Source: an optimization exercise on an open RTL-to-GDS flow (aim: small area, a short achievable clock period and few clock cycles per item). Production flows keep margins and buffers that such runs may drop. At most, simulation tests tie the RTL to the original design; equivalence was not proved. No activity file was given, so power comes from the tool's default toggle rates.

==> branch zinc: inputs <==
// layer_top
module layer_top (
   input  logic             clk,
   input  logic             reset,
   input  logic             s_valid,
   input  logic             m_ready,
   input  layer_pkg::data_t data_in,
   output logic             s_ready,
   output logic             m_valid,
   output layer_pkg::data_t data_out
);
Settings: LEC_CHECK=0, CAP_MARGIN=20, CORE_MARGIN=2, CORE_UTILIZATION=30, SETUP_SLACK_MARGIN=4.5, SLEW_MARGIN=20, SYNTH_HIERARCHICAL=1, SYNTH_MINIMUM_KEEP_SIZE=0; clock period 7.0 ns.
run.sh (not shown) runs the stock make flow with config.mk's settings and CLKGATE_MAP_FILE= SYNTH_SCRIPT=/design/flow/synth_recipe.tcl, a recipe that flattens the netlist after the stock synthesis.
==> inputs of branch lagoon, as changes to branch zinc <==
--- a/flow/design.v
+++ b/flow/design.v
@@ -63,11 +63,14 @@
    logic         xv;
    logic [3:0]   k;
    logic [91:0]  ctl;       
    logic [15:0]  biasp;     
    logic adv, issue, last_k, ld_full, transfer, accept;
-   assign adv      = ~m_valid | m_ready;    
+   logic [2:0] cnt;         
+   logic       pop;
+   assign pop      = m_valid & m_ready;
+   assign adv      = (cnt != 3'd5);
    assign issue    = xv & adv;
    assign last_k   = (k == 4'd15);
    assign ld_full  = ld_cnt[3];
    assign transfer = ld_full & (~xv | (issue & last_k));
    assign s_ready  = ~ld_full;
@@ -90,11 +93,11 @@
             xv <= 1'b0;
       end
    end
    always_ff @(posedge clk) begin
       if (accept)
-         ldb <= {data_in, ldb[127:16]};
+         ldb <= {{data_in, ldb[127:16]}};
    end
    always_ff @(posedge clk)
       if (transfer)
          xb <= ldb;
    wire [15:0] xw0 = xb[15:0];
@@ -108,13 +111,11 @@
    localparam logic [1727:0] TAB = 1728'h007040c001a480330450c934d1100ec9aa55040aab481a1a00850c011e1ac42199128c2a02aa38c8a009c20a498289650465434d200100fb0928d2146532650914b200400c119306150813ea9911632e490101aa0402640014650234b3908012710115419567c85004932548020290ca046652b4262aa90284800c724c16204870428590882ccc013b220163511454516900204c901dc01a62140285c0a5445448e1015baa4821492800714ac032048015610b08358e0540840c20991100a80c3095420446511a14a224900861405535482525099260248a;
    logic [3:0]  k_next;
    logic [15:0] kd;
    logic [107:0] tabw;
    always_comb begin
-      if (reset)
-         k_next = 4'd0;
-      else if (issue)
+      if (issue)
          k_next = k + 1'b1;
       else
          k_next = k;
    end
    always_comb begin
@@ -1639,11 +1640,11 @@
    logic r2_15_11;
    logic r2_15_12;
    logic r2_15_13;
    logic r2_15_14;
    always_ff @(posedge clk) begin
-      if (adv) begin
+      if (1'b1) begin
          r2_0_0 <= s5;
          r2_0_1 <= s293;
          r2_1_0 <= c6;
          r2_1_1 <= s295;
          r2_1_2 <= s297;
@@ -1832,11 +1833,11 @@
          r2_15_14 <= c460;
       end
    end
    always_ff @(posedge clk) begin
       if (reset) v1 <= 1'b0;
-      else if (adv) v1 <= issue;
+      else if (1'b1) v1 <= issue;
    end
    logic v2;
    logic r5_0_0;
    logic r5_0_1;
    logic r5_1_0;
@@ -1899,11 +1900,11 @@
    logic r5_15_1;
    logic r5_15_2;
    logic r5_15_3;
    logic r5_15_4;
    always_ff @(posedge clk) begin
-      if (adv) begin
+      if (1'b1) begin
          r5_0_0 <= r2_0_0;
          r5_0_1 <= r2_0_1;
          r5_1_0 <= r2_1_3;
          r5_1_1 <= s475;
          r5_2_0 <= c476;
@@ -1967,11 +1968,11 @@
          r5_15_4 <= c718;
       end
    end
    always_ff @(posedge clk) begin
       if (reset) v2 <= 1'b0;
-      else if (adv) v2 <= v1;
+      else if (1'b1) v2 <= v1;
    end
    logic v3;
    logic r8_0_0;
    logic r8_0_1;
    logic r8_1_0;
@@ -2003,11 +2004,11 @@
    logic r8_14_0;
    logic r8_14_1;
    logic r8_15_0;
    logic r8_15_1;
    always_ff @(posedge clk) begin
-      if (adv) begin
+      if (1'b1) begin
          r8_0_0 <= r5_0_0;
          r8_0_1 <= r5_0_1;
          r8_1_0 <= r5_1_0;
          r8_1_1 <= r5_1_1;
          r8_2_0 <= r5_2_0;
@@ -2040,24 +2041,54 @@
          r8_15_1 <= c795;
       end
    end
    always_ff @(posedge clk) begin
       if (reset) v3 <= 1'b0;
-      else if (adv) v3 <= v2;
+      else if (1'b1) v3 <= v2;
    end
    wire [15:0] opa = {r8_15_0, r8_14_0, r8_13_0, r8_12_0, r8_11_0, r8_10_0, r8_9_0, r8_8_0, r8_7_0, r8_6_0, r8_5_0, r8_4_0, r8_3_0, r8_2_0, r8_1_0, r8_0_0};
    wire [15:0] opb = {r8_15_1, r8_14_1, r8_13_1, r8_12_1, r8_11_1, r8_10_1, r8_9_1, r8_8_1, r8_7_1, r8_6_1, r8_5_1, r8_4_1, r8_3_1, r8_2_1, r8_1_1, r8_0_1};
    wire [15:0] acc = opa + opb;
+   logic        wr;
+   logic [15:0] res;
+   logic [2:0]  fc;         
+   assign wr  = v3;
+   assign res = acc[15] ? 16'd0 : acc;
+   logic [15:0] q1;
+   logic [15:0] q2;
+   logic [15:0] q3;
+   logic [15:0] q4;
    always_ff @(posedge clk) begin
-      if (reset)
+      if (reset) begin
+         cnt     <= '0;
+         fc      <= '0;
          m_valid <= 1'b0;
-      else if (adv)
-         m_valid <= v3;
+      end else begin
+         cnt     <= cnt + issue - pop;
+         fc      <= fc + wr - pop;
+         m_valid <= (fc + wr - pop) != 3'd0;
+      end
    end
    always_ff @(posedge clk) begin
-      if (adv)
-         data_out <= acc[15] ? 16'd0 : acc;
+      if (pop & (fc > 3'd1))
+         data_out <= q1;
+      else if (wr & (pop ? (fc == 3'd1) : (fc == 3'd0)))
+         data_out <= res;
+      if (pop & (fc > 3'd2))
+         q1 <= q2;
+      else if (wr & (pop ? (fc == 3'd2) : (fc == 3'd1)))
+         q1 <= res;
+      if (pop & (fc > 3'd3))
+         q2 <= q3;
+      else if (wr & (pop ? (fc == 3'd3) : (fc == 3'd2)))
+         q2 <= res;
+      if (pop & (fc > 3'd4))
+         q3 <= q4;
+      else if (wr & (pop ? (fc == 3'd4) : (fc == 3'd3)))
+         q3 <= res;
+      if (wr & (pop ? (fc == 3'd5) : (fc == 3'd4)))
+         q4 <= res;
    end
 endmodule
 module csa_fa (
    input  logic a,
    input  logic b,
SETUP_SLACK_MARGIN = 4.4   (was 4.5)
==> inputs of branch harbor, as changes to branch zinc <==
--- a/flow/design.v
+++ b/flow/design.v
@@ -63,11 +63,14 @@
    logic         xv;
    logic [3:0]   k;
    logic [91:0]  ctl;       
    logic [15:0]  biasp;     
    logic adv, issue, last_k, ld_full, transfer, accept;
-   assign adv      = ~m_valid | m_ready;    
+   logic [2:0] cnt;         
+   logic       pop;
+   assign pop      = m_valid & m_ready;
+   assign adv      = (cnt != 3'd5);
    assign issue    = xv & adv;
    assign last_k   = (k == 4'd15);
    assign ld_full  = ld_cnt[3];
    assign transfer = ld_full & (~xv | (issue & last_k));
    assign s_ready  = ~ld_full;
@@ -90,11 +93,11 @@
             xv <= 1'b0;
       end
    end
    always_ff @(posedge clk) begin
       if (accept)
-         ldb <= {data_in, ldb[127:16]};
+         ldb <= {{data_in, ldb[127:16]}};
    end
    always_ff @(posedge clk)
       if (transfer)
          xb <= ldb;
    wire [15:0] xw0 = xb[15:0];
@@ -108,13 +111,11 @@
    localparam logic [1727:0] TAB = 1728'h007040c001a480330450c934d1100ec9aa55040aab481a1a00850c011e1ac42199128c2a02aa38c8a009c20a498289650465434d200100fb0928d2146532650914b200400c119306150813ea9911632e490101aa0402640014650234b3908012710115419567c85004932548020290ca046652b4262aa90284800c724c16204870428590882ccc013b220163511454516900204c901dc01a62140285c0a5445448e1015baa4821492800714ac032048015610b08358e0540840c20991100a80c3095420446511a14a224900861405535482525099260248a;
    logic [3:0]  k_next;
    logic [15:0] kd;
    logic [107:0] tabw;
    always_comb begin
-      if (reset)
-         k_next = 4'd0;
-      else if (issue)
+      if (issue)
          k_next = k + 1'b1;
       else
          k_next = k;
    end
    always_comb begin
@@ -1639,11 +1640,11 @@
    logic r2_15_11;
    logic r2_15_12;
    logic r2_15_13;
    logic r2_15_14;
    always_ff @(posedge clk) begin
-      if (adv) begin
+      if (1'b1) begin
          r2_0_0 <= s5;
          r2_0_1 <= s293;
          r2_1_0 <= c6;
          r2_1_1 <= s295;
          r2_1_2 <= s297;
@@ -1832,11 +1833,11 @@
          r2_15_14 <= c460;
       end
    end
    always_ff @(posedge clk) begin
       if (reset) v1 <= 1'b0;
-      else if (adv) v1 <= issue;
+      else if (1'b1) v1 <= issue;
    end
    logic v2;
    logic r5_0_0;
    logic r5_0_1;
    logic r5_1_0;
@@ -1899,11 +1900,11 @@
    logic r5_15_1;
    logic r5_15_2;
    logic r5_15_3;
    logic r5_15_4;
    always_ff @(posedge clk) begin
-      if (adv) begin
+      if (1'b1) begin
          r5_0_0 <= r2_0_0;
          r5_0_1 <= r2_0_1;
          r5_1_0 <= r2_1_3;
          r5_1_1 <= s475;
          r5_2_0 <= c476;
@@ -1967,11 +1968,11 @@
          r5_15_4 <= c718;
       end
    end
    always_ff @(posedge clk) begin
       if (reset) v2 <= 1'b0;
-      else if (adv) v2 <= v1;
+      else if (1'b1) v2 <= v1;
    end
    logic v3;
    logic r8_0_0;
    logic r8_0_1;
    logic r8_1_0;
@@ -2003,11 +2004,11 @@
    logic r8_14_0;
    logic r8_14_1;
    logic r8_15_0;
    logic r8_15_1;
    always_ff @(posedge clk) begin
-      if (adv) begin
+      if (1'b1) begin
          r8_0_0 <= r5_0_0;
          r8_0_1 <= r5_0_1;
          r8_1_0 <= r5_1_0;
          r8_1_1 <= r5_1_1;
          r8_2_0 <= r5_2_0;
@@ -2040,24 +2041,54 @@
          r8_15_1 <= c795;
       end
    end
    always_ff @(posedge clk) begin
       if (reset) v3 <= 1'b0;
-      else if (adv) v3 <= v2;
+      else if (1'b1) v3 <= v2;
    end
    wire [15:0] opa = {r8_15_0, r8_14_0, r8_13_0, r8_12_0, r8_11_0, r8_10_0, r8_9_0, r8_8_0, r8_7_0, r8_6_0, r8_5_0, r8_4_0, r8_3_0, r8_2_0, r8_1_0, r8_0_0};
    wire [15:0] opb = {r8_15_1, r8_14_1, r8_13_1, r8_12_1, r8_11_1, r8_10_1, r8_9_1, r8_8_1, r8_7_1, r8_6_1, r8_5_1, r8_4_1, r8_3_1, r8_2_1, r8_1_1, r8_0_1};
    wire [15:0] acc = opa + opb;
+   logic        wr;
+   logic [15:0] res;
+   logic [2:0]  fc;         
+   assign wr  = v3;
+   assign res = acc[15] ? 16'd0 : acc;
+   logic [15:0] q1;
+   logic [15:0] q2;
+   logic [15:0] q3;
+   logic [15:0] q4;
    always_ff @(posedge clk) begin
-      if (reset)
+      if (reset) begin
+         cnt     <= '0;
+         fc      <= '0;
          m_valid <= 1'b0;
-      else if (adv)
-         m_valid <= v3;
+      end else begin
+         cnt     <= cnt + issue - pop;
+         fc      <= fc + wr - pop;
+         m_valid <= (fc + wr - pop) != 3'd0;
+      end
    end
    always_ff @(posedge clk) begin
-      if (adv)
-         data_out <= acc[15] ? 16'd0 : acc;
+      if (pop & (fc > 3'd1))
+         data_out <= q1;
+      else if (wr & (pop ? (fc == 3'd1) : (fc == 3'd0)))
+         data_out <= res;
+      if (pop & (fc > 3'd2))
+         q1 <= q2;
+      else if (wr & (pop ? (fc == 3'd2) : (fc == 3'd1)))
+         q1 <= res;
+      if (pop & (fc > 3'd3))
+         q2 <= q3;
+      else if (wr & (pop ? (fc == 3'd3) : (fc == 3'd2)))
+         q2 <= res;
+      if (pop & (fc > 3'd4))
+         q3 <= q4;
+      else if (wr & (pop ? (fc == 3'd4) : (fc == 3'd3)))
+         q3 <= res;
+      if (wr & (pop ? (fc == 3'd5) : (fc == 3'd4)))
+         q4 <= res;
    end
 endmodule
 module csa_fa (
    input  logic a,
    input  logic b,
CORE_UTILIZATION = 40   (was 30)
SETUP_SLACK_MARGIN = 4.4   (was 4.5)
==> inputs of branch ember, as changes to branch zinc <==
--- a/flow/design.v
+++ b/flow/design.v
@@ -91,14 +91,13 @@
       end
    end
    always_ff @(posedge clk) begin
       if (accept)
          ldb <= {data_in, ldb[127:16]};
-   end
-   always_ff @(posedge clk)
       if (transfer)
          xb <= ldb;
+   end
    wire [15:0] xw0 = xb[15:0];
    wire [15:0] xw1 = xb[31:16];
    wire [15:0] xw2 = xb[47:32];
    wire [15:0] xw3 = xb[63:48];
    wire [15:0] xw4 = xb[79:64];
SETUP_SLACK_MARGIN = 4.3   (was 4.5)
==> run notes <==
- Against branch harbor, the sequential cell count of branch zinc is lower by 66.
- Final cell count, highest first: branch lagoon, branch zinc, branch ember, branch harbor.
- In branch ember the maximum frequency is lower than in branch harbor, by about 2%.
- The highest hold slack belongs to branch zinc, the lowest to branch harbor.
- Synthesized cell count: branch lagoon is higher than branch zinc (about 16%).
- Combinational power: branch ember < branch zinc < branch lagoon < branch harbor.
- Between branch zinc and branch harbor, the lower sequential power is in branch zinc (gap about 7%, measured against branch harbor).
==> figures <==
quantity                                                      branch lagoon  branch harbor  branch zinc  branch ember
Fraction of synthesized area in multiplexers                        0.4809%        0.4809%     0.06706%      0.06706%
Buffers inserted by post-CTS timing repair                               12             18          103            28
Total standard cell area after synthesis                        0.03642 mm2    0.03642 mm2  0.03545 mm2   0.03545 mm2
Clock buffer count                                                      105            105           86            86
Synth Area per Inst                                               13.04 um2      13.04 um2    14.71 um2     14.71 um2
Routed length on met3                                              9.514 mm       11.13 mm     11.65 mm      10.61 mm
Worst reg-to-reg path cell count                                          4              5            5             3
Routed wire length                                                 105.7 mm       111.1 mm     108.8 mm      104.8 mm
Leakage dissipation                                              0.01469 uW     0.01479 uW   0.01518 uW    0.01427 uW
Status                                             timing/DRC/antenna clean  timing/DRC/antenna clean  timing/DRC/antenna clean  timing/DRC/antenna clean
Multi-input logic area                                          0.01781 mm2    0.01782 mm2  0.01629 mm2   0.01571 mm2
Synth Area in XOR/XNOR                                               6.176%         6.176%       5.979%        5.979%
Transition at the pin with the smallest max-transition slack       1.075 ns       1.063 ns    0.8790 ns      1.034 ns
Setup slack of the critical path after layout                      4.415 ns       4.355 ns     4.344 ns      4.304 ns
Number of iterations in the first detailed-routing pass                  12             12           10            10
Testbench counts of branch lagoon, summed over its fixed seeds: cycles 6,248, items 384.
Testbench counts of branch harbor, summed over its fixed seeds: cycles 6,248, items 384.
Testbench counts of branch ember, summed over its fixed seeds: cycles 6,248, items 384.
The RTL of branch zinc was laid out without a check of its function.

---

==> inputs of delta <==
Another version of the RTL of layer_top (not shown whole).
Settings: LEC_CHECK=0, CAP_MARGIN=20, CORE_MARGIN=2, CORE_UTILIZATION=40, SETUP_SLACK_MARGIN=4.2, SLEW_MARGIN=20, SYNTH_HIERARCHICAL=1, SYNTH_MINIMUM_KEEP_SIZE=0; clock period 7.0 ns.
==> inputs of indigo, as changes to delta <==
--- a/flow/design.v
+++ b/flow/design.v
@@ -103,17 +103,30 @@
    wire [15:0] xw4 = xb[79:64];
    wire [15:0] xw5 = xb[95:80];
    wire [15:0] xw6 = xb[111:96];
    wire [15:0] xw7 = xb[127:112];
    localparam logic [1727:0] TAB = 1728'h007040c001a480330450c934d1100ec9aa55040aab481a1a00850c011e1ac42199128c2a02aa38c8a009c20a498289650465434d200100fb0928d2146532650914b200400c119306150813ea9911632e490101aa0402640014650234b3908012710115419567c85004932548020290ca046652b4262aa90284800c724c16204870428590882ccc013b220163511454516900204c901dc01a62140285c0a5445448e1015baa4821492800714ac032048015610b08358e0540840c20991100a80c3095420446511a14a224900861405535482525099260248a;
-   logic [3:0] k1;
-   assign k1 = k + 1'b1;
-   always_ff @(posedge clk) begin
-      if (reset)
-         {biasp, ctl} <= TAB[107:0];
-      else if (issue)
-         {biasp, ctl} <= TAB[k1 * 108 +: 108];
+   always_comb begin
+      case (k)
+         4'd0: {biasp, ctl} = 108'h861405535482525099260248a;
+         4'd1: {biasp, ctl} = 108'ha80c3095420446511a14a2249;
+         4'd2: {biasp, ctl} = 108'h15610b08358e0540840c209911;
+         4'd3: {biasp, ctl} = 108'h15baa4821492800714ac032048;
+         4'd4: {biasp, ctl} = 108'h1dc01a62140285c0a5445448e1;
+         4'd5: {biasp, ctl} = 108'h13b220163511454516900204c9;
+         4'd6: {biasp, ctl} = 108'hc724c16204870428590882ccc;
+         4'd7: {biasp, ctl} = 108'h20290ca046652b4262aa902848;
+         4'd8: {biasp, ctl} = 108'h12710115419567c85004932548;
+         4'd9: {biasp, ctl} = 108'h101aa0402640014650234b3908;
+         4'd10: {biasp, ctl} = 108'hc119306150813ea9911632e49;
+         4'd11: {biasp, ctl} = 108'hfb0928d2146532650914b2004;
+         4'd12: {biasp, ctl} = 108'h9c20a498289650465434d2001;
+         4'd13: {biasp, ctl} = 108'h11e1ac42199128c2a02aa38c8a;
+         4'd14: {biasp, ctl} = 108'hec9aa55040aab481a1a00850c;
+         4'd15: {biasp, ctl} = 108'h7040c001a480330450c934d11;
+         default: {biasp, ctl} = 'x;
+      endcase
    end
    wire pp0_0 = (ctl[0] & ~xw0[0]);
    wire pp0_1 = (ctl[0] & ~xw0[1]);
    wire pp0_2 = (ctl[0] & ~xw0[2]);
    wire pp0_3 = (ctl[0] & ~xw0[3]);
CORE_UTILIZATION = 30   (was 40)
==> inputs of maple, as changes to delta <==
--- a/flow/design.v
+++ b/flow/design.v
@@ -103,18 +103,11 @@
    wire [15:0] xw4 = xb[79:64];
    wire [15:0] xw5 = xb[95:80];
    wire [15:0] xw6 = xb[111:96];
    wire [15:0] xw7 = xb[127:112];
    localparam logic [1727:0] TAB = 1728'h007040c001a480330450c934d1100ec9aa55040aab481a1a00850c011e1ac42199128c2a02aa38c8a009c20a498289650465434d200100fb0928d2146532650914b200400c119306150813ea9911632e490101aa0402640014650234b3908012710115419567c85004932548020290ca046652b4262aa90284800c724c16204870428590882ccc013b220163511454516900204c901dc01a62140285c0a5445448e1015baa4821492800714ac032048015610b08358e0540840c20991100a80c3095420446511a14a224900861405535482525099260248a;
-   logic [3:0] k1;
-   assign k1 = k + 1'b1;
-   always_ff @(posedge clk) begin
-      if (reset)
-         {biasp, ctl} <= TAB[107:0];
-      else if (issue)
-         {biasp, ctl} <= TAB[k1 * 108 +: 108];
-   end
+   assign {biasp, ctl} = TAB[k * 108 +: 108];
    wire pp0_0 = (ctl[0] & ~xw0[0]);
    wire pp0_1 = (ctl[0] & ~xw0[1]);
    wire pp0_2 = (ctl[0] & ~xw0[2]);
    wire pp0_3 = (ctl[0] & ~xw0[3]);
    wire pp0_4 = (ctl[0] & ~xw0[4]);
==> notes <==
maple produced a clean layout. delta completed with no timing, DRC or antenna violations. indigo passed the timing, DRC and antenna checks. Against maple, the utilization of indigo is lower by 13 points. In maple the clock skew is lower than in delta, by 14 ps. Combinational power: maple > delta > indigo. First-iteration DRC count, highest first: delta, maple, indigo. Die area, highest first: indigo, delta, maple. Against maple, the non-clock buffer count of indigo is higher by 3. Against maple, the global-route usage of delta is lower by 2.2 points.
Testbench counts of delta, summed over its fixed seeds: cycles 6,240, items 384.
For indigo and maple, only the layout was checked, not whether the RTL still works.

==> re-timing with driven ports <==
Ports are ideal in the flow. The routed layouts listed here were re-timed in OpenROAD.
Step 1: set_driving_cell puts a clkbuf_16 on clk and a buf_2 on each other input, an assumption about the parent block.
Step 2 adds t to the input delays and takes it off the output delays; t is the mean of the earliest and latest rising clock arrival at the registers after step 1. Input paths then give back, and output paths get back, about the clock's delay inside the block.
Three values: ideal, step 1, step 2; two values: the first two.
run	t, ns	setup WS [ns]	worst setup path at the end
branch zinc	0.715	4.344 / 4.369 / 3.664	input to register
branch lagoon	0.691	4.415 / 4.379 / 3.847	input to register
branch harbor	0.698	4.355 / 4.355 / 3.848	input to register
branch ember	0.714	4.304 / 4.288 / 3.625	input to register
delta	0.699	3.798 / 3.798 / 3.589	input to register
indigo	0.700	3.847 / 3.847 / 3.582	input to register
maple	0.693	3.070 / 3.070 / 3.070	register to register
After both steps setup and hold are still met in every run listed. The setup slack of branch zinc, which loses most, moves by +0.025 ns with the drivers and by -0.680 ns with both steps.
